This design comes from an exercise in tuning for small area on the open sky130 flow, not from production work. RTL that was checked went through simulation tests only; none was proved equivalent to the original. Function not checked in run 1: the RTL went through the layout flow alone. Power figures rest on the tool's default switching activity, not on a simulated workload.

[flow/flow/run.sh]
#!/bin/bash
# Layout flow: the standard flow (standard.sh, unchanged synthesis), with two changes to
# how the layout is built:
#   - ports are buffered with sky130_fd_sc_hd__buf_2 instead of the cell buffer_ports picks
#     by default (a delay cell);
#   - clock tree synthesis runs with the standard arguments plus -dont_use_dummy_load.
# Each tool's full output stays in the ORFS logs under orfs/logs; this script's own output
# goes to flow_run.log.
set -euo pipefail
export BUFFER_PORTS_ARGS="-buffer_cell sky130_fd_sc_hd__buf_2"
export CTS_ARGS="-sink_clustering_enable -repair_clock_nets -sink_clustering_size 30 -sink_clustering_max_diameter 60 -dont_use_dummy_load"
bash standard.sh > flow_run.log 2>&1
[flow/standard.sh]
#!/bin/bash
# synth_recipe.tcl (not shown) runs the flow's synth.tcl, then flattens the netlist and writes it again
# the make line also repeats each setting of config.mk as NAME=value (left out here)
make -C /OpenROAD-flow-scripts/flow DESIGN_CONFIG=/design/flow/config.mk WORK_HOME=/design/flow/orfs CLKGATE_MAP_FILE= SYNTH_SCRIPT=/design/flow/synth_recipe.tcl "${@:-finish}"
[flow/config.mk]
export PLATFORM = sky130hd
export DESIGN_NAME = mem_responder
export DESIGN_NICKNAME = mem_responder
export VERILOG_FILES = /design/flow/design.v
export SDC_FILE = /design/flow/constraint.sdc
export NUM_CORES = 8
export LEC_CHECK = 0
export CAP_MARGIN = 20
export CELL_PAD_IN_SITES_DETAIL_PLACEMENT = 0
export CELL_PAD_IN_SITES_GLOBAL_PLACEMENT = 0
export CORE_MARGIN = 2
export CORE_UTILIZATION = 60
export CTS_CLUSTER_DIAMETER = 60
export CTS_CLUSTER_SIZE = 30
export GPL_TIMING_DRIVEN = 0
export PLACE_DENSITY = 0.7
export SLEW_MARGIN = 20
export SYNTH_HIERARCHICAL = 1
export SYNTH_MINIMUM_KEEP_SIZE = 0
[flow/constraint.sdc]
create_clock -name core_clock -period 8.0 [get_ports {clk}]
set_input_delay 1.6000 -clock core_clock [delete_from_list [all_inputs] [get_ports {clk}]]
set_output_delay 1.6000 -clock core_clock [all_outputs]
set_load 0.01 [all_outputs]
[flow/design.v]
module mem_responder #(
  parameter int unsigned AW      = 8,
  parameter int unsigned DEPTH   = 256,
  parameter int unsigned LATENCY = 1
) (
  input  logic          clk,
  input  logic          rst,
  input  logic          if_req,
  input  logic [AW-1:0] if_addr,
  output logic          if_gnt,
  output logic          if_rvalid,
  output logic [31:0]   if_rdata,
  input  logic          d_req,
  input  logic          d_we,
  input  logic [1:0]    d_size,
  input  logic          d_signed,
  input  logic [AW-1:0] d_addr,
  input  logic [31:0]   d_wdata,
  output logic          d_gnt,
  output logic          d_rvalid,
  output logic [31:0]   d_rdata,
  output logic          d_err,
  output logic          busy
);
  localparam int NW = 22;   
  localparam int NR = 32;   
  function automatic int wport_pos(input int i);
    case (i)
      0:       wport_pos = 0;
      1:       wport_pos = 2;
      2:       wport_pos = 5;
      3:       wport_pos = 7;
      default: wport_pos = 10 + 3 * (i - 4);
    endcase
  endfunction
  function automatic bit is_wport(input int j);
    is_wport = 1'b0;
    for (int i = 0; i < NW; i++) if (j == wport_pos(i)) is_wport = 1'b1;
  endfunction
  function automatic bit inv_stage(input int j);
    int k;
    k = 0;
    for (int i = 0; i < NW; i++) if (j >= wport_pos(i)) k = i;
    inv_stage = (k % 2) == 0;
  endfunction
  logic s1, s2;    
  logic idle_q;    
  logic s3;        
  logic gnt;
  assign busy   = ~idle_q;
  assign d_gnt  = d_req & idle_q;
  assign if_gnt = if_req & ~d_req & idle_q;
  assign gnt    = (d_req | if_req) & idle_q;
  always_ff @(posedge clk or negedge rst) begin
    if (!rst) begin
      s1     <= 1'b0;
      s2     <= 1'b0;
      idle_q <= 1'b1;
    end else begin
      s1     <= gnt;
      s2     <= s1;
      idle_q <= ~(gnt | s1);
    end
  end
  always_ff @(posedge clk) s3 <= s2;
  logic [5:0] ph;
  always_ff @(posedge clk) ph <= ph + 6'd1;
  logic        in_mis, in_st;
  logic [7:0]  in_addr;
  logic [31:0] in_wd;
  logic [5:0]  in_pe, in_po;
  assign in_addr = d_req ? d_addr : {if_addr[7:1], 1'b0};
  assign in_mis = ((d_size == 2'b01) & d_addr[0]) | (d_size[1] & (d_addr[1:0] != 2'b00));
  assign in_st = d_req & d_we & ~in_mis;
  always_comb begin
    case (d_size)
      2'b00:   in_wd = {4{d_wdata[7:0]}};
      2'b01:   in_wd = {2{d_wdata[15:0]}};
      default: in_wd = d_wdata;
    endcase
  end
  assign in_pe = in_addr[7:2] + {5'd0, in_addr[1]} + ph + 6'd1;
  assign in_po = in_addr[7:2] + ph + 6'd1;
  logic       fetch_q, st_q, zero_q;
  logic [7:0] addr_q;
  logic [1:0] size_q;
  logic       signed_q;
  logic [4:0] ri_e, ri_o;    
  logic       r1_e, r1_o;    
  always_ff @(posedge clk) begin
    if (idle_q) begin
      fetch_q  <= ~d_req;
      st_q     <= in_st;
      zero_q   <= d_we | in_mis;
      addr_q   <= in_addr;
      size_q   <= d_size;
      signed_q <= d_signed;
      ri_e     <= 5'((7'(in_pe) + 7'd1) >> 1);
      ri_o     <= 5'((7'(in_po) + 7'd1) >> 1);
      r1_e     <= ~in_pe[0];
      r1_o     <= ~in_po[0];
    end
  end
  logic h0;    
  assign h0 = addr_q[1];
  logic        wr;
  logic [3:0]  be;
  logic [5:0]  wpos;
  logic [31:0] xq;    
  assign wr   = st_q & (s1 | s2 | s3);
  assign wpos = addr_q[7:2] + ph + 6'd1;
  always_comb begin
    case (size_q)
      2'b00:   be = 4'b0001 << addr_q[1:0];
      2'b01:   be = addr_q[1] ? 4'b1100 : 4'b0011;
      default: be = 4'b1111;
    endcase
  end
  logic [15:0] ring_e [64];
  logic [15:0] ring_o [64];
  logic [15:0] nxt_e [64];
  logic [15:0] nxt_o [64];
  for (genvar j = 0; j < 64; j++) begin : g_stage
    if (is_wport(j)) begin : g_port
      logic hit;
      logic [3:0] sel;
      assign hit = wr & (wpos == 6'(j));
      assign sel = {4{hit}} & be;
      for (genvar b = 0; b < 2; b++) begin : g_byte
        for (genvar k = 0; k < 8; k++) begin : g_bit
          mem_responder_oai22 u_e (
            .a1(ring_e[(j + 63) % 64][8*b+k]),
            .a2(sel[b]),
            .b1(xq[8*b+k] ^ ~inv_stage(j)),
            .b2(~sel[b]),
            .y (nxt_e[j][8*b+k])
          );
          mem_responder_oai22 u_o (
            .a1(ring_o[(j + 63) % 64][8*b+k]),
            .a2(sel[2+b]),
            .b1(xq[16+8*b+k] ^ ~inv_stage(j)),
            .b2(~sel[2+b]),
            .y (nxt_o[j][8*b+k])
          );
        end
      end
    end else begin : g_pass
      assign nxt_e[j] = ring_e[(j + 63) % 64];
      assign nxt_o[j] = ring_o[(j + 63) % 64];
    end
  end
  always_ff @(posedge clk) begin
    for (int j = 0; j < 64; j++) begin
      ring_e[j] <= nxt_e[j];
      ring_o[j] <= nxt_o[j];
    end
  end
  logic          en_e, en_o;
  logic [3:0]    pa_e, pa_o;
  logic [7:0]    pb_e, pb_o;
  logic [NR-1:0] rsel_e, rsel_o;
  logic [15:0]   net_e, net_o;
  always_ff @(posedge clk) begin
    en_e <= ~(s1 & r1_e);
    en_o <= ~(s1 & r1_o);
  end
  always_comb begin
    for (int i = 0; i < 4; i++) begin
      pa_e[i] = (ri_e[1:0] == 2'(i));
      pa_o[i] = (ri_o[1:0] == 2'(i));
    end
    for (int i = 0; i < 8; i++) begin
      pb_e[i] = (ri_e[4:2] == 3'(i)) & en_e;
      pb_o[i] = (ri_o[4:2] == 3'(i)) & en_o;
    end
    for (int i = 0; i < NR; i++) begin
      rsel_e[i] = (pa_e[i % 4] & pb_e[i / 4]) ^ inv_stage(2 * i);
      rsel_o[i] = (pa_o[i % 4] & pb_o[i / 4]) ^ inv_stage(2 * i);
    end
  end
  for (genvar k = 0; k < 16; k++) begin : g_rbit
    logic [NR-1:0] fe, fo;
    for (genvar i = 0; i < NR; i++) begin : g_in
      assign fe[i] = ring_e[2*i][k];
      assign fo[i] = ring_o[2*i][k];
    end
    mem_responder_rnet u_e (.s(rsel_e), .f(fe), .y(net_e[k]));
    mem_responder_rnet u_o (.s(rsel_o), .f(fo), .y(net_o[k]));
  end
  logic c_lo_e, c_lo_o, c_hi_e, c_hi_o;
  assign c_lo_e = ~h0 & r1_e;
  assign c_lo_o = h0 & r1_o;
  assign c_hi_e = h0 & r1_e;
  assign c_hi_o = ~h0 & r1_o;
  always_ff @(posedge clk) begin
    if (idle_q)
      xq <= in_wd;
    else if (!st_q) begin
      xq[15:0]  <= ({16{c_lo_e}} & net_e) | ({16{c_lo_o}} & net_o);
      xq[31:16] <= ({16{c_hi_e}} & net_e) | ({16{c_hi_o}} & net_o);
    end
  end
  logic [31:0] rword;
  logic        byte_q, word_q, a0, sb;
  assign rword[15:0]  = ({16{~h0}} & net_e) | ({16{h0}} & net_o) | xq[15:0];
  assign rword[31:16] = ({16{h0}} & net_e) | ({16{~h0}} & net_o) | xq[31:16];
  assign byte_q = (size_q == 2'b00);
  assign word_q = size_q[1];
  assign a0     = addr_q[0];
  assign sb     = (byte_q & ~a0) ? rword[7] : rword[15];
  assign if_rvalid = s2 & fetch_q;
  assign d_rvalid  = s2 & ~fetch_q;
  assign if_rdata  = rword;
  assign d_err     = ~st_q & zero_q;
  assign d_rdata[7:0]   = {8{~zero_q}} & ((byte_q & a0) ? rword[15:8] : rword[7:0]);
  assign d_rdata[15:8]  = {8{~zero_q}} & (byte_q ? {8{signed_q & sb}} : rword[15:8]);
  assign d_rdata[31:16] = {16{~zero_q}} & (word_q ? rword[31:16] : {16{signed_q & sb}});
endmodule
module mem_responder_rnet (
  input  logic [31:0] s,
  input  logic [31:0] f,
  output logic        y
);
  logic h0;
  mem_responder_oai22 u_h0 (.a1(s[0]), .a2(f[0]), .b1(s[3]), .b2(f[3]), .y(h0));
  logic h1;
  mem_responder_oai22 u_h1 (.a1(s[5]), .a2(f[5]), .b1(s[6]), .b2(f[6]), .y(h1));
  logic h2;
  mem_responder_oai22 u_h2 (.a1(s[8]), .a2(f[8]), .b1(s[9]), .b2(f[9]), .y(h2));
  logic h3;
  mem_responder_oai22 u_h3 (.a1(s[11]), .a2(f[11]), .b1(s[12]), .b2(f[12]), .y(h3));
  logic h4;
  mem_responder_oai22 u_h4 (.a1(s[14]), .a2(f[14]), .b1(s[15]), .b2(f[15]), .y(h4));
  logic h5;
  mem_responder_oai22 u_h5 (.a1(s[17]), .a2(f[17]), .b1(s[18]), .b2(f[18]), .y(h5));
  logic h6;
  mem_responder_oai22 u_h6 (.a1(s[20]), .a2(f[20]), .b1(s[21]), .b2(f[21]), .y(h6));
  logic h7;
  mem_responder_oai22 u_h7 (.a1(s[23]), .a2(f[23]), .b1(s[24]), .b2(f[24]), .y(h7));
  logic h8;
  mem_responder_oai22 u_h8 (.a1(s[26]), .a2(f[26]), .b1(s[27]), .b2(f[27]), .y(h8));
  logic h9;
  mem_responder_oai22 u_h9 (.a1(s[29]), .a2(f[29]), .b1(s[30]), .b2(f[30]), .y(h9));
  logic z0;
  mem_responder_nor2 u_z0 (.a(h0), .b(h1), .y(z0));
  logic z1;
  mem_responder_nor2 u_z1 (.a(h2), .b(h3), .y(z1));
  logic z2;
  mem_responder_nor2 u_z2 (.a(h4), .b(h5), .y(z2));
  logic z3;
  mem_responder_nor2 u_z3 (.a(h6), .b(h7), .y(z3));
  logic z4;
  mem_responder_nor2 u_z4 (.a(h8), .b(h9), .y(z4));
  logic z5;
  mem_responder_aoi222 u_z5 (.a1(s[1]), .a2(f[1]), .b1(s[2]), .b2(f[2]), .c1(s[4]), .c2(f[4]), .y(z5));
  logic z6;
  mem_responder_aoi222 u_z6 (.a1(s[7]), .a2(f[7]), .b1(s[10]), .b2(f[10]), .c1(s[13]), .c2(f[13]), .y(z6));
  logic z7;
  mem_responder_aoi222 u_z7 (.a1(s[16]), .a2(f[16]), .b1(s[19]), .b2(f[19]), .c1(s[22]), .c2(f[22]), .y(z7));
  logic z8;
  mem_responder_aoi222 u_z8 (.a1(s[25]), .a2(f[25]), .b1(s[28]), .b2(f[28]), .c1(s[31]), .c2(f[31]), .y(z8));
  logic p0;
  logic p1;
  mem_responder_nand4 u_p0 (.a(z0), .b(z1), .c(z2), .d(z3), .y(p0));
  mem_responder_nand4 u_p1 (.a(z4), .b(z5), .c(z6), .d(z7), .y(p1));
  mem_responder_or3b u_y (.a(p0), .b(p1), .c_n(z8), .y(y));
endmodule
module mem_responder_oai22 (
  input  logic a1,
  input  logic a2,
  input  logic b1,
  input  logic b2,
  output logic y
);
  assign y = ~((a1 | a2) & (b1 | b2));
endmodule
module mem_responder_aoi222 (
  input  logic a1,
  input  logic a2,
  input  logic b1,
  input  logic b2,
  input  logic c1,
  input  logic c2,
  output logic y
);
  assign y = ~((a1 & a2) | (b1 & b2) | (c1 & c2));
endmodule
module mem_responder_nor2 (
  input  logic a,
  input  logic b,
  output logic y
);
  assign y = ~(a | b);
endmodule
module mem_responder_nand4 (
  input  logic a,
  input  logic b,
  input  logic c,
  input  logic d,
  output logic y
);
  assign y = ~(a & b & c & d);
endmodule
module mem_responder_or3b (
  input  logic a,
  input  logic b,
  input  logic c_n,
  output logic y
);
  assign y = a | b | ~c_n;
endmodule
==> results.yml, run 1 <==
timing:
  fin_worst_skew_ns: 0.0681
  max_freq_mhz: 134
  drv_slew: 0
  rsz0062_at_grt: "no"
  worst_slew_pin_slew_ns: 1.29
  setup_violations: 0
  relSlewSlack_pct: 13.2
  hold_violations: 0
  timing.final.crit_share_pct: 93.2
  period_needed_ns: 7.46
  tns_ns: 0
layout:
  syn2layout_area_growth_pct: 11.0
  fin_nets: 4803
  drive_above_1_share_pct: 10.9
  final_area_um2: 63500
  fill_cells: 7090
yosys:
  synth_ff_type: "dfxtp_1"
  synth_top_area_share_pct: 72.0
  yosysTopAreaCell: "dfxtp_1"
  ys_ff_latch: 2118
  synth_enable_flop_cells: 58
  synthMostInstantiatedCell: "dfxtp_1"
  syn_inst: 4395
  yosys-top-cells-area: "dfxtp_1, o22ai_1, edfxtp_1"
  ys_seq_area_share_pct: 75.2
  synthTopCellsByCount: "dfxtp_1, o22ai_1, nor2_1, nand4_1, a222oi_1"
  ys_warn_count: 15
  syn-cell-area_um2: 57200
  avgSynthCellArea_um2: 13.0
  async_flop_share_pct: 0.142
  synthDistinctLibCells: 60
  synth_nets: 4474
run_status:
  status: "complete, no violations"
cts:
  cts_inserted_buffers: 112
  clock_latency_ns: 0.74
  cts_tree: "done"
  cts_num_sinks: 2118
  cts_resized: 0
  post_cts_buffers: 0
  cts.reportedPaths.clkPinSlew_ns: 0.11
  cts_buffer_depth: 3
  clock-root-buffer: "clkbuf_16"
  cts_hold_buf: 0
  htree_levels: 3
drt:
  drt-pass1-iter-count: 9
  wl_met1_um: 77800
  drt-vias-per-instance: 6.75
  wire_per_inst_um: 30.7
  drt_iter0_drc: 5463
  top_layer: "met4"
  met2_length_um: 75400
  drc_errors: 0
  wirelength_um: 184000
  ant_nets: 0
  routed-wl-met3_um: 21500
  vias: 40400
die:
  die_h_um: 313
  initial_core_util_pct: 60.4
  die_area_um2: 97800
  io_pins: 126
  core_area_um2: 94700
  num_rows: 113
  die_x_um: 313
placed_design:
  placed_area_um2: 60600
  dp_hpwl_um: 133000
  gp_congestion: 1.07
  numPortBuffers: 124
worst_setup_path:
  crit_arrival_ns: 5.86
  crit_path_end_kind: "output pin"
  path_max_fanout: 16
  start_kind: "flop"
  worstPathRequired_ns: 6.40
  critical_path_class: "reg2out"
grt:
  grt_pass1_vias: 39100
  grt_usage_pct: 36.5
  grt_max_degree: 31
  grt_overflow_total: 0
  antenna_found_initial: 2
  grt_first_pass_wirelength_um: 261000
pwr:
  p_per_area_nw_per_um2: 397
  max-vdd-ir-drop_v: 0.000222
  leakagePower_nw: 24.2
min_path:
  hp-class: "reg2reg"
flow_run:
  maxCapViolCount: 0
==> cells by family (layout without fill, tap and decap cells) <==
logic type               Yosys count  after routing  synth area share (%)
buffers and inverters            150            477                  1.06
AND/OR/NAND/NOR                  701            701                  6.41
adder cells (fa/ha/maj)           23             23                 0.556
flip-flops                      2118           2118                  75.2
other                              0              1                     0
multiplexers                      45             45                 0.799
AO/OA/AOI/OAI                   1329           1329                  15.5
XOR/XNOR                          29             29                 0.484
==> placed cells by master, fill, tap and decap left out, types with 11 or more instances in the layout <==
master        n
nor2b_1      22
inv_1        64
edfxtp_1     58
o22ai_1    1024
buf_4        18
dfxtp_1    2057
a221oi_1     24
nand2_1     112
or3b_1       32
buf_1        11
clkbuf_16   112
a222oi_1    128
nor2_1      202
or4_1        13
ha_1         19
clkbuf_1     43
xnor2_1      14
o21ai_0      14
a31oi_1      24
buf_2       219
nand4_1     145
a21oi_2      12
mux2i_1      40
nor4_2       90
xor2_1       11
and2_1       22
a211oi_1     14
a21oi_1      40
==> final cells by class <==
| class | instances | area [µm²] | share of cell area [%] |
|---|---|---|---|
| Sequential cell | 2118 | 43000 | 67.8 |
| Multi-Input combinational cell | 2127 | 14300 | 22.5 |
| Clock buffer | 112 | 2800 | 4.42 |
| Tap cell | 1265 | 1580 | 2.49 |
| Timing Repair Buffer | 215 | 1180 | 1.86 |
| Buffer | 86 | 369 | 0.582 |
| Inverter | 64 | 240 | 0.379 |
| Antenna cell | 1 | 2.50 | 0.00394 |
==> stage by stage <==
stage	setup slack, ns	util (%)	std cells	hold slack (ns)	total power [W]
floorplan	3.09	-	4395	0.310	0.0166
global placement	0.459	62.7	5784	0.310	0.0192
detailed placement	1.49	64.0	5875	0.312	0.0195
CTS	0.746	67.0	5987	0.280	0.0250
global route	0.480	67.0	5987	0.275	0.0260
finish	0.541	67.0	5988	0.277	0.0252
==> modules after synthesis, one instance, submodules excluded, a selection <==
| module | times used | area [µm²] | flip-flops and latches | cells |
|---|---|---|---|---|
| mem_responder_nand4 | 64 | 6.26 | 0 | 1 |
| mem_responder_aoi222 | 128 | 10.0 | 0 | 1 |
| mem_responder_oai22 | 1024 | 6.26 | 0 | 1 |
| mem_responder_nor2 | 160 | 3.75 | 0 | 1 |
| mem_responder | 1 | 48200 | 2118 | 2987 |
| mem_responder_or3b | 32 | 8.76 | 0 | 1 |
==> power breakdown <==
part           switching (W)  internal (W)
Clock                0.00313       0.00248
Combinational        0.00362       0.00150
Sequential           0.00152        0.0130
Total                0.00827        0.0170
==> routing by layer <==
layer,vias to the layer above,track usage [%]
met1,20000,53.7
li1,17500,-
met3,464,8.14
met4,0,15.5
met5,-,0
met2,2514,52.0
==> state kept, by name (all words and copies together), names as in the netlist <==
register  flops
addr_q        8
en_e          1
en_o          1
fetch_q       1
idle_q        1
ph            6
r1_e          1
r1_o          1
ri_e          5
ri_o          5
ring_e     1024
ring_o     1024
s1            1
s2            1
s3            1
signed_q      1
size_q        2
st_q          1
xq           32
zero_q        1
==> worst max-delay path: stages (launching register included) <==
cell and delay [ns]:
edfxtp_1 0.53, nor2b_1 0.31, nand2_1 0.81, o22ai_1 0.15
nor2_1 0.26, nand4_1 0.12, or3b_1 0.53, nor2b_1 0.20
a211oi_2 0.47, buf_4 0.32, a211oi_1 0.10, o21bai_1 0.44
buf_2 0.59, a31oi_1 0.12, buf_2 0.19
==> worst paths after layout <==
check	from	end	slack [ns]	depth (start not counted)
setup / recovery	ri_e[0]$_DFFE_PP_	d_rdata[24]	0.54	14
hold / removal	ring_o[55][7]$_DFF_P_	ring_o[56][7]$_DFF_P_	0.28	0
setup reg to reg	addr_q[3]$_DFFE_PP_	ring_o[34][14]$_DFF_P_	3.45	9
hold reg to reg	ring_o[55][7]$_DFF_P_	ring_o[56][7]$_DFF_P_	0.28	0
max in group asynchronous	rst	idle_q$_DFF_PN1_	7.12	1
min in group asynchronous	rst	s1$_DFF_PN0_	0.69	1
==> run 2, diff against run 1 <==
--- a/flow/design.v
+++ b/flow/design.v
@@ -106,4 +106,5 @@
   logic        wr;
-  logic [3:0]  be;
+  logic [3:0]  be, ben;
   logic [5:0]  wpos;
+  logic [7:0]  wa, wb;    
   logic [31:0] xq;    
@@ -117,2 +118,7 @@
     endcase
+    ben = ~be;
+    for (int i = 0; i < 8; i++) begin
+      wa[i] = (wpos[2:0] == 3'(i));
+      wb[i] = (wpos[5:3] == 3'(i)) & wr;
+    end
   end
@@ -124,6 +130,10 @@
     if (is_wport(j)) begin : g_port
-      logic hit;
-      logic [3:0] sel;
-      assign hit = wr & (wpos == 6'(j));
-      assign sel = {4{hit}} & be;
+      logic hit, hitn;
+      logic [3:0] sel, seln;
+      assign hit  = wa[j % 8] & wb[j / 8];
+      assign hitn = ~hit;
+      for (genvar b = 0; b < 4; b++) begin : g_sel
+        mem_responder_nor2  u_s  (.a(hitn), .b(ben[b]), .y(sel[b]));
+        mem_responder_nand2 u_sn (.a(hit), .b(be[b]), .y(seln[b]));
+      end
       for (genvar b = 0; b < 2; b++) begin : g_byte
@@ -134,3 +144,3 @@
             .b1(xq[8*b+k] ^ ~inv_stage(j)),
-            .b2(~sel[b]),
+            .b2(seln[b]),
             .y (nxt_e[j][8*b+k])
@@ -141,3 +151,3 @@
             .b1(xq[16+8*b+k] ^ ~inv_stage(j)),
-            .b2(~sel[2+b]),
+            .b2(seln[2+b]),
             .y (nxt_o[j][8*b+k])
@@ -294,2 +304,9 @@
 endmodule
+module mem_responder_nand2 (
+  input  logic a,
+  input  logic b,
+  output logic y
+);
+  assign y = ~(a & b);
+endmodule
 module mem_responder_nand4 (
==> run 2 against run 1 <==
Effect of this change:
- sequential power about the same
- via count decreased by 3.4%
- setup slack got worse by 0.17 ns
- sequential share of layout area increased by 1.9 points
- die area decreased by 1.1%
- hold slack about the same
- critical path type unchanged
- critical endpoint is now d_rdata[26]
- largest cell class unchanged
- highest routed layer is now met5
==> results.yml, run 2 <==
timing:
  relSlewSlack_pct: 18.5
  max_freq_mhz: 131
  period_needed_ns: 7.63
  worst_slew_pin_slew_ns: 1.21
  layout_setup_ws_ns: 0.367
  timing.final.crit_share_pct: 95.4
  fin_worst_skew_ns: 0.0732
  hold_violations: 0
  tns_ns: 0
  rsz0062_at_grt: "no"
  drv_slew: 0
  setup_violations: 0
yosys:
  synthMostInstantiatedCell: "dfxtp_1"
  synthDistinctLibCells: 59
  ys_warn_count: 15
  synthMuxAreaShare_pct: 0.828
  yosys-top-cells-area: "dfxtp_1, o22ai_1, edfxtp_1"
  async_flop_share_pct: 0.142
  yosys.area_share.simple_pct: 6.00
  syn-cell-area_um2: 56500
  avgSynthCellArea_um2: 13.0
  synth_nets: 4431
  synth_top_area_share_pct: 72.8
  synth-compound-area-share_pct: 15.5
  synth-xor-area-share_pct: 0.358
  synth_fa_ha_area_share_pct: 0.562
  synth_top_family_by_area: "compound AO/OA/AOI/OAI gates"
  synth_ff_type: "dfxtp_1"
  yosysTopAreaCell: "dfxtp_1"
  ys_seq_area_share_pct: 76.0
  syn_inst: 4352
  synth_enable_flop_cells: 58
  synthTopCellsByCount: "dfxtp_1, o22ai_1, nor2_1, nand2_1, a222oi_1"
  ys_ff_latch: 2118
worst_setup_path:
  crit_arrival_ns: 6.03
  critical_path_class: "reg2out"
  reg2reg_slack_ns: 3.40
  path_delay_family: "simple AND/OR/NAND/NOR gates"
  start_kind: "flop"
  rr_startpoint: "ph[0]$_DFF_P_"
  worst_r2r_endpoint: "ring_o[19][12]$_DFF_P_"
  cp_common_cell: "buf_2"
  cp.buffers_inverters: 2
  worstPathRequired_ns: 6.40
  cp_num_cells: 12
  worstRegToRegCells: 10
  max_stage_delay_ns: 0.87
  cpMaxStageDelayCell: "a222oi_1"
  worstPathCellList: "nor2b_1 -> and2_1 -> a222oi_1 -> nand4_1 -> or3b_1 -> mux2_2 -> or4_1 -> o311a_1 -> o21bai_2 -> buf_2 -> a31oi_1 -> buf_2"
  path_max_fanout: 16
  crit_path_end_kind: "output pin"
die:
  core_area_um2: 93300
  die_area_um2: 96700
  die_x_um: 311
  die_h_um: 311
  io_pins: 126
  initial_core_util_pct: 60.6
  num_rows: 112
cts:
  clock-root-buffer: "clkbuf_16"
  clock_latency_ns: 0.75
  cts_buffer_depth: 3
  cts_resized: 0
  cts_hold_buf: 0
  cts_num_sinks: 2118
  cts.reportedPaths.clkPinSlew_ns: 0.10
  htree_levels: 3
  post_cts_buffers: 0
  cts_inserted_buffers: 105
  cts_tree: "done"
min_path:
  hp-class: "reg2reg"
  hold_start: "ring_e[5][4]$_DFF_P_"
  holdPathStages: 0
  min_to: "ring_e[6][4]$_DFF_P_"
grt:
  grt_overflow_total: 0
  antenna_found_initial: 6
  grt_usage_pct: 38.0
  grt_pass1_vias: 37200
  grt_first_pass_wirelength_um: 264000
  grt_max_degree: 31
layout:
  final_cell_mix: "dfxtp_1, o22ai_1, nor2_1"
  layout_commonest_cell: "dfxtp_1"
  fin_nets: 4688
  final_area_um2: 61800
  multi_input_area_um2: 13300
  syn2layout_area_growth_pct: 9.25
  fill_cells: 7249
  fin_cells: 5868
  seq_area_um2: 43000
  reg_top3: "ring_e (1024), ring_o (1024), xq (32)"
  drive_above_1_share_pct: 6.69
pwr:
  p_total_w: 0.0247
  leakagePower_nw: 23.9
  max-vdd-ir-drop_v: 0.000266
  netSwitchingFraction_pct: 32.8
  p_per_area_nw_per_um2: 399
  power_frac_comb_pct: 19.0
  p_seq_share_pct: 58.9
  intPower_w: 0.0166
  p_clk_share_pct: 22.1
  power_switching_w: 0.00808
drt:
  vias: 39100
  drt-vias-per-instance: 6.66
  wire_per_inst_um: 32.2
  drc_errors: 0
  drt_iter0_drc: 5318
  ant_nets: 0
  wirelength_um: 189000
  drt-pass1-iter-count: 7
placed_design:
  placed_cells: 5756
  dp_hpwl_um: 130000
  placed_area_um2: 59100
  gp_congestion: 0.999
  numPortBuffers: 124
  dp_slack_ns: 1.36
run_status:
  status: "complete, no violations"
flow_run:
  maxCapViolCount: 0
## run 2: per-module statistics from Yosys, one instance, submodules excluded, excerpt
module,cells,copies in the design,flip-flops and latches,area [µm²]
mem_responder_oai22,1,1024,0,6.26
mem_responder,2768,1,2118,46900
mem_responder_nor2,1,248,0,3.75
mem_responder_nand4,1,64,0,6.26
mem_responder_or3b,1,32,0,8.76
mem_responder_aoi222,1,128,0,10.0
## run 2: cells by family (layout without fill, tap and decap cells)
logic type,Yosys count,after routing
flops,2118,2118
compound gates,1303,1303
simple gates,734,734
buf+inv,108,363
mux,46,46
fa+ha+maj,23,23
xor+xnor,20,20
other cells,0,7
## run 2: power by group through the flow
| stage | Sequential, W | Clock, W | Combinational, W |
|---|---|---|---|
| final | 0.0145 | 0.00546 | 0.00469 |
| after floorplan | 0.0138 | 0 | 0.00238 |
| after global placement | 0.0146 | 0 | 0.00427 |
| after CTS | 0.0144 | 0.00545 | 0.00443 |
| after detailed placement | 0.0146 | 0 | 0.00440 |
| after global routing | 0.0147 | 0.00583 | 0.00476 |
## run 2: final cells by class
cell class / instances / share of cell area, %
diodes: 7 / 0.0284
plain buffers: 39 / 0.261
clock buffers: 105 / 4.25
inverters: 69 / 0.419
multi-input cells: 2126 / 21.5
flip-flops and latches: 2118 / 69.6
well taps: 1254 / 2.54
repair buffers: 150 / 1.44
## run 2: metal layers
layer | GRT usage, % | vias to the layer above | part of all wire, %
li1 | - | 16900 | -
met1 | 50.3 | 19300 | 39
met2 | 56.0 | 2464 | 43
met3 | 11.8 | 497 | 12
met4 | 20.1 | 4 | 6.2
met5 | 0 | - | 0.013
## run 2: worst max-delay path by stage
stage | from | end | slack (ns)
floorplan | ri_e[3]$_DFFE_PP_ | d_rdata[22] | 3.20
global placement | ri_o[3]$_DFFE_PP_ | d_rdata[26] | 0.84
detailed placement | ri_o[0]$_DFFE_PP_ | d_rdata[27] | 1.36
CTS | ri_o[0]$_DFFE_PP_ | d_rdata[27] | 0.57
global route | ri_o[0]$_DFFE_PP_ | d_rdata[26] | 0.35
finish | ri_o[0]$_DFFE_PP_ | d_rdata[26] | 0.37
## run 2: stage by stage
| step | hold WS, ns | utilization (%) |
|---|---|---|
| 6_report | 0.277 | 66.2 |
| 4_1_cts | 0.264 | 66.2 |
| 2_1_floorplan | 0.310 | - |
| 5_1_grt | 0.269 | 66.2 |
| 3_3_place_gp | 0.309 | 62.9 |
| 3_5_place_dp | 0.312 | 63.3 |
==> run 3, diff against run 2 <==
--- a/flow/config.mk
+++ b/flow/config.mk
@@ -11,3 +11,3 @@
 export CORE_MARGIN = 2
-export CORE_UTILIZATION = 60
+export CORE_UTILIZATION = 85
 export CTS_CLUSTER_DIAMETER = 60
@@ -15,3 +15,3 @@
 export GPL_TIMING_DRIVEN = 0
-export PLACE_DENSITY = 0.7
+export PLACE_DENSITY = 0.92
 export SLEW_MARGIN = 20
==> run 3 against run 2 <==
Effect of this change:
- the flow now stops in 5_1_grt
- area after synthesis is the same
- synthesized cell count unchanged
==> results.yml, run 3 <==
yosys:
  synthTopCellsByCount: "dfxtp_1, o22ai_1, nor2_1, nand2_1, a222oi_1"
  ys_seq_area_share_pct: 76.0
  syn_inst: 4352
  synthMostInstantiatedCell: "dfxtp_1"
  yosys-top-cells-area: "dfxtp_1, o22ai_1, edfxtp_1"
  ys_ff_latch: 2118
  synth_fa_ha_area_share_pct: 0.562
  avgSynthCellArea_um2: 13.0
  yosys.area_share.simple_pct: 6.00
  synth_top_area_share_pct: 72.8
  syn-cell-area_um2: 56500
  synth_top_family_by_area: "compound AO/OA/AOI/OAI gates"
  ys_warn_count: 15
  synthDistinctLibCells: 59
  synth_enable_flop_cells: 58
  synth-compound-area-share_pct: 15.5
  synth_nets: 4431
  async_flop_share_pct: 0.142
  synth_ff_type: "dfxtp_1"
  synth-xor-area-share_pct: 0.358
  yosysTopAreaCell: "dfxtp_1"
  synthMuxAreaShare_pct: 0.828
grt:
  grt_overflow_total: 22
  grt_usage_pct: 78.0
  grt_max_degree: 33
  antenna_found_initial: 33
cts:
  clock-root-buffer: "clkbuf_16"
  cts_resized: 0
  cts_inserted_buffers: 84
  htree_levels: 3
  post_cts_buffers: 0
  cts_num_sinks: 2118
  cts_hold_buf: 0
  cts_buffer_depth: 3
die:
  initial_core_util_pct: 85.9
  die_x_um: 262
  die_h_um: 262
  num_rows: 94
  io_pins: 126
placed_design:
  placed_area_um2: 58600
  dp_hpwl_um: 136000
  gp_congestion: 1.03
  numPortBuffers: 124
timing:
  worstEpCategory: "top-level output"
  grt-worst-endpoint: "d_rdata[14]"
run_status:
  error: "[ERROR GRT-0232] Routing congestion too high. Check the congestion heatmap in the GUI."
  haltStage: "5_1_grt"
  status: "stopped before the end"
==> run 3: cell families after synthesis <==
logic type	count (synthesis)
flip-flops	2118
buffers and inverters	108
AO/OA/AOI/OAI	1303
adder cells (fa/ha/maj)	23
multiplexers	46
XOR/XNOR	20
AND/OR/NAND/NOR	734
==> run 3: power by group through the flow <==
stage          clock network [W]  logic [W]  registers (W)
3_3_place_gp                   0    0.00407         0.0145
3_5_place_dp                   0    0.00433         0.0147
4_1_cts                  0.00486    0.00453         0.0146
2_1_floorplan                  0    0.00238         0.0138
==> run 3: per-module statistics from Yosys, one instance, submodules excluded, a selection <==
module                flops+latches  times used  area [µm²]
mem_responder_aoi222              0         128        10.0
mem_responder_nand4               0          64        6.26
mem_responder_nor2                0         248        3.75
mem_responder                  2118           1       46900
mem_responder_nand2               0          88        3.75
mem_responder_oai22               0        1024        6.26
==> run 3: layer usage <==
layer  track usage (%)  overflow
met3              65.1         1
met2              91.9        10
met5              43.3         0
met4              73.9        11
met1              79.3         0
==> run 3: how the worst min path moves through the flow <==
| stage | to | slack, ns | startpoint | cells past startpoint |
|---|---|---|---|---|
| 2_1_floorplan | ring_e[12][0]$_DFF_P_ | 0.31 | ring_e[11][0]$_DFF_P_ | 0 |
| 3_3_place_gp | ring_o[56][9]$_DFF_P_ | 0.31 | ring_o[55][9]$_DFF_P_ | 0 |
| 3_5_place_dp | ring_e[24][7]$_DFF_P_ | 0.31 | ring_e[23][7]$_DFF_P_ | 0 |
| 4_1_cts | ring_o[62][13]$_DFF_P_ | 0.27 | ring_o[61][13]$_DFF_P_ | 0 |
==> run 3: stage by stage <==
step	worst slack (ns)	util, %	hold slack (ns)	total power [W]	std cells
after CTS	0.515	92.1	0.273	0.0240	5446
after detailed placement	1.42	88.9	0.312	0.0190	5362
after global placement	0.949	88.4	0.309	0.0186	5340
after floorplan	3.20	-	0.310	0.0162	4352
==> run 4, diff against run 3 <==
--- a/flow/config.mk
+++ b/flow/config.mk
@@ -11,3 +11,3 @@
 export CORE_MARGIN = 2
-export CORE_UTILIZATION = 85
+export CORE_UTILIZATION = 75
 export CTS_CLUSTER_DIAMETER = 60
@@ -15,3 +15,3 @@
 export GPL_TIMING_DRIVEN = 0
-export PLACE_DENSITY = 0.92
+export PLACE_DENSITY = 0.85
 export SLEW_MARGIN = 20
==> run 4 against run 3 <==
Effect of this change:
- now clean on timing, DRC and antenna
- area after synthesis stayed put
- synthesized cell count stayed put
==> results.yml, run 4 <==
grt:
  grt_first_pass_wirelength_um: 265000
  grt_pass1_vias: 39200
  grtUsageMet2_pct: 68.4
  grt_usage_pct: 47.7
  busiest_layer: "met2"
  use_met3_pct: 16.9
  antenna_found_initial: 18
  grt_overflow_total: 0
  use_met1_pct: 60.0
  grt_max_degree: 33
layout:
  fin_util_pct: 81.9
  layout_commonest_cell: "dfxtp_1"
  reg_top3: "ring_e (1024), ring_o (1024), xq (32)"
  seq_area_um2: 43000
  fill_cells: 4125
  drive_above_1_share_pct: 6.29
  fin_cells: 5575
  fin_nets: 4672
  final_cell_mix: "dfxtp_1, o22ai_1, nor2_1"
  multi_input_area_um2: 13200
  syn2layout_area_growth_pct: 8.00
worst_setup_path:
  crit_arrival_ns: 5.93
  path_max_fanout: 16
  start_kind: "flop"
  path_delay_family: "simple AND/OR/NAND/NOR gates"
  crit_path_end_kind: "output pin"
  cpMaxStageDelayCell: "a222oi_1"
  cp.buffers_inverters: 2
  cp_common_cell: "buf_2"
  worstPathRequired_ns: 6.40
  critical_path_class: "reg2out"
  max_stage_delay_ns: 0.91
  worstPathCellList: "nor2b_1 -> and2_1 -> a222oi_1 -> nand4_1 -> or3b_1 -> mux2_2 -> or4_1 -> o311a_1 -> o21bai_2 -> buf_2 -> a31oi_1 -> buf_2"
pwr:
  intPower_w: 0.0163
  leakagePower_nw: 23.7
  netSwitchingFraction_pct: 32.7
  p_seq_share_pct: 60.0
  p_per_area_nw_per_um2: 397
  max-vdd-ir-drop_v: 0.000330
  power_switching_w: 0.00794
  power_frac_comb_pct: 18.8
  p_clk_share_pct: 21.2
cts:
  clock-root-buffer: "clkbuf_16"
  cts_num_sinks: 2118
  cts_resized: 0
  post_cts_buffers: 0
  cts.reportedPaths.clkPinSlew_ns: 0.10
  clock_latency_ns: 0.72
  cts_tree: "done"
  cts_inserted_buffers: 93
  cts_buffer_depth: 3
  htree_levels: 3
  cts_hold_buf: 0
yosys:
  async_flop_share_pct: 0.142
  synthMuxAreaShare_pct: 0.828
  synth_enable_flop_cells: 58
  ys_seq_area_share_pct: 76.0
  ys_ff_latch: 2118
  avgSynthCellArea_um2: 13.0
  ys_warn_count: 15
  synth_ff_type: "dfxtp_1"
  yosysTopAreaCell: "dfxtp_1"
  synth-compound-area-share_pct: 15.5
  synthDistinctLibCells: 59
  syn_inst: 4352
  synthMostInstantiatedCell: "dfxtp_1"
  synth_fa_ha_area_share_pct: 0.562
  yosys.area_share.simple_pct: 6.00
  yosys-top-cells-area: "dfxtp_1, o22ai_1, edfxtp_1"
  syn-cell-area_um2: 56500
  synthTopCellsByCount: "dfxtp_1, o22ai_1, nor2_1, nand2_1, a222oi_1"
  synth-xor-area-share_pct: 0.358
  synth_nets: 4431
  synth_top_family_by_area: "compound AO/OA/AOI/OAI gates"
  synth_top_area_share_pct: 72.8
timing:
  period_needed_ns: 7.53
  worst_hold_slack_ns: 0.261
  setup_violations: 0
  fin_worst_skew_ns: 0.0786
  relSlewSlack_pct: 11.9
  rsz0062_at_grt: "no"
  hold_violations: 0
  max_freq_mhz: 133
  worst_slew_pin_slew_ns: 1.32
  drv_slew: 0
  tns_ns: 0
  layout_setup_ws_ns: 0.472
  timing.final.crit_share_pct: 94.1
drt:
  drt_iter0_drc: 7151
  vias: 41200
  ant_nets: 0
  drt-pass1-iter-count: 10
  drt-vias-per-instance: 7.38
  wire_per_inst_um: 33.9
  wirelength_um: 189000
  drc_errors: 0
die:
  die_x_um: 279
  initial_core_util_pct: 75.8
  die_area_um2: 77600
  io_pins: 126
  core_area_um2: 74600
  die_h_um: 279
  num_rows: 100
placed_design:
  numPortBuffers: 124
  dp_slack_ns: 1.52
  placed_cells: 5467
  gp_congestion: 1.03
  dp_hpwl_um: 127000
min_path:
  hp-class: "reg2reg"
run_status:
  status: "complete, no violations"
flow_run:
  maxCapViolCount: 0
==> run 4: cell counts after synthesis <==
No cell type changed its count.
==> run 4: through the flow <==
| stage | area, µm² | total power, W |
|---|---|---|
| CTS | 61000 | 0.0238 |
| global placement | 58400 | 0.0186 |
| finish | 61100 | 0.0243 |
| global route | 61000 | 0.0247 |
| detailed placement | 58700 | 0.0188 |
| floorplan | 56500 | 0.0162 |
==> run 4: kinds of logic after synthesis <==
| group | Yosys count |
|---|---|
| and+or+nand+nor | 734 |
| adders and majority gates | 23 |
| buffers and inverters | 108 |
| DFF | 2118 |
| xor gates and xnor gates | 20 |
| muxes | 46 |
| AOI/OAI and AO/OA | 1303 |
==> run 4: layout make-up <==
cell class | count | area share (%)
well taps | 969 | 1.99
clock buffers | 93 | 3.81
flip-flops and latches | 2118 | 70.4
inverters | 69 | 0.424
repair buffers | 146 | 1.37
plain buffers | 39 | 0.264
diodes | 15 | 0.0615
multi-input cells | 2126 | 21.7
==> run 4: power groups by stage <==
stage / Sequential [W] / Clock, W / Combinational [W]
final: 0.0146 / 0.00514 / 0.00455
after global routing: 0.0146 / 0.00546 / 0.00459
after CTS: 0.0144 / 0.00509 / 0.00425
after detailed placement: 0.0146 / 0 / 0.00419
after global placement: 0.0145 / 0 / 0.00405
after floorplan: 0.0138 / 0 / 0.00238
==> run 4: per-module statistics from Yosys, one instance, submodules excluded, a selection <==
module                cells inside  times used  flops+latches
mem_responder_nor2               1         248              0
mem_responder                 2768           1           2118
mem_responder_or3b               1          32              0
mem_responder_nand4              1          64              0
mem_responder_nand2              1          88              0
mem_responder_aoi222             1         128              0
mem_responder_oai22              1        1024              0
==> run 4: routing by layer <==
layer | routed length, µm | vias to the layer above
li1 | - | 16800
met1 | 65300 | 19800
met2 | 78100 | 3551
met3 | 28100 | 926
met4 | 17500 | 10
met5 | 68 | -
==> run 4: worst paths after layout <==
kind                                       startpoint               endpoint  slack [ns]  depth (start not counted)
max in group asynchronous                         rst       idle_q$_DFF_PN1_        7.08                          1
worst max-delay path                ri_e[0]$_DFFE_PP_            d_rdata[26]        0.47                         12
worst min register to register  ring_o[35][6]$_DFF_P_  ring_o[36][6]$_DFF_P_        0.26                          0
worst max register to register          ph[0]$_DFF_P_  ring_e[22][6]$_DFF_P_        3.14                         10
min in group asynchronous                         rst           s1$_DFF_PN0_        0.69                          1
worst min-delay path            ring_o[35][6]$_DFF_P_  ring_o[36][6]$_DFF_P_        0.26                          0

port drivers added, routing unchanged:
The results above use ideal ports. As a check the final layouts listed here were re-extracted and re-timed, cells and wires unchanged.
Step 1 sets driving cells, clkbuf_16 on the clock port and buf_2 on the other inputs (assumed; they add their load-dependent delay and slew).
Step 2 also shifts input and output timing later by t, the mid clock arrival at the registers, as if the neighbouring blocks saw the same clock.
a / b / c = no drivers / after step 1 / after step 2; a / b = the first two.
run	t (ns)	setup WS [ns]	slew at the worst register clock pin (ns)	worst data-port slew with drivers (ns)
run 1	0.773	0.541 / 0.471 / 1.244	0.11 / 0.11	0.04
run 2	0.781	0.367 / 0.295 / 1.076	0.12 / 0.12	0.04
run 4	0.755	0.472 / 0.397 / 1.152	0.11 / 0.11	0.17
After both steps setup and hold are still met in every run listed.
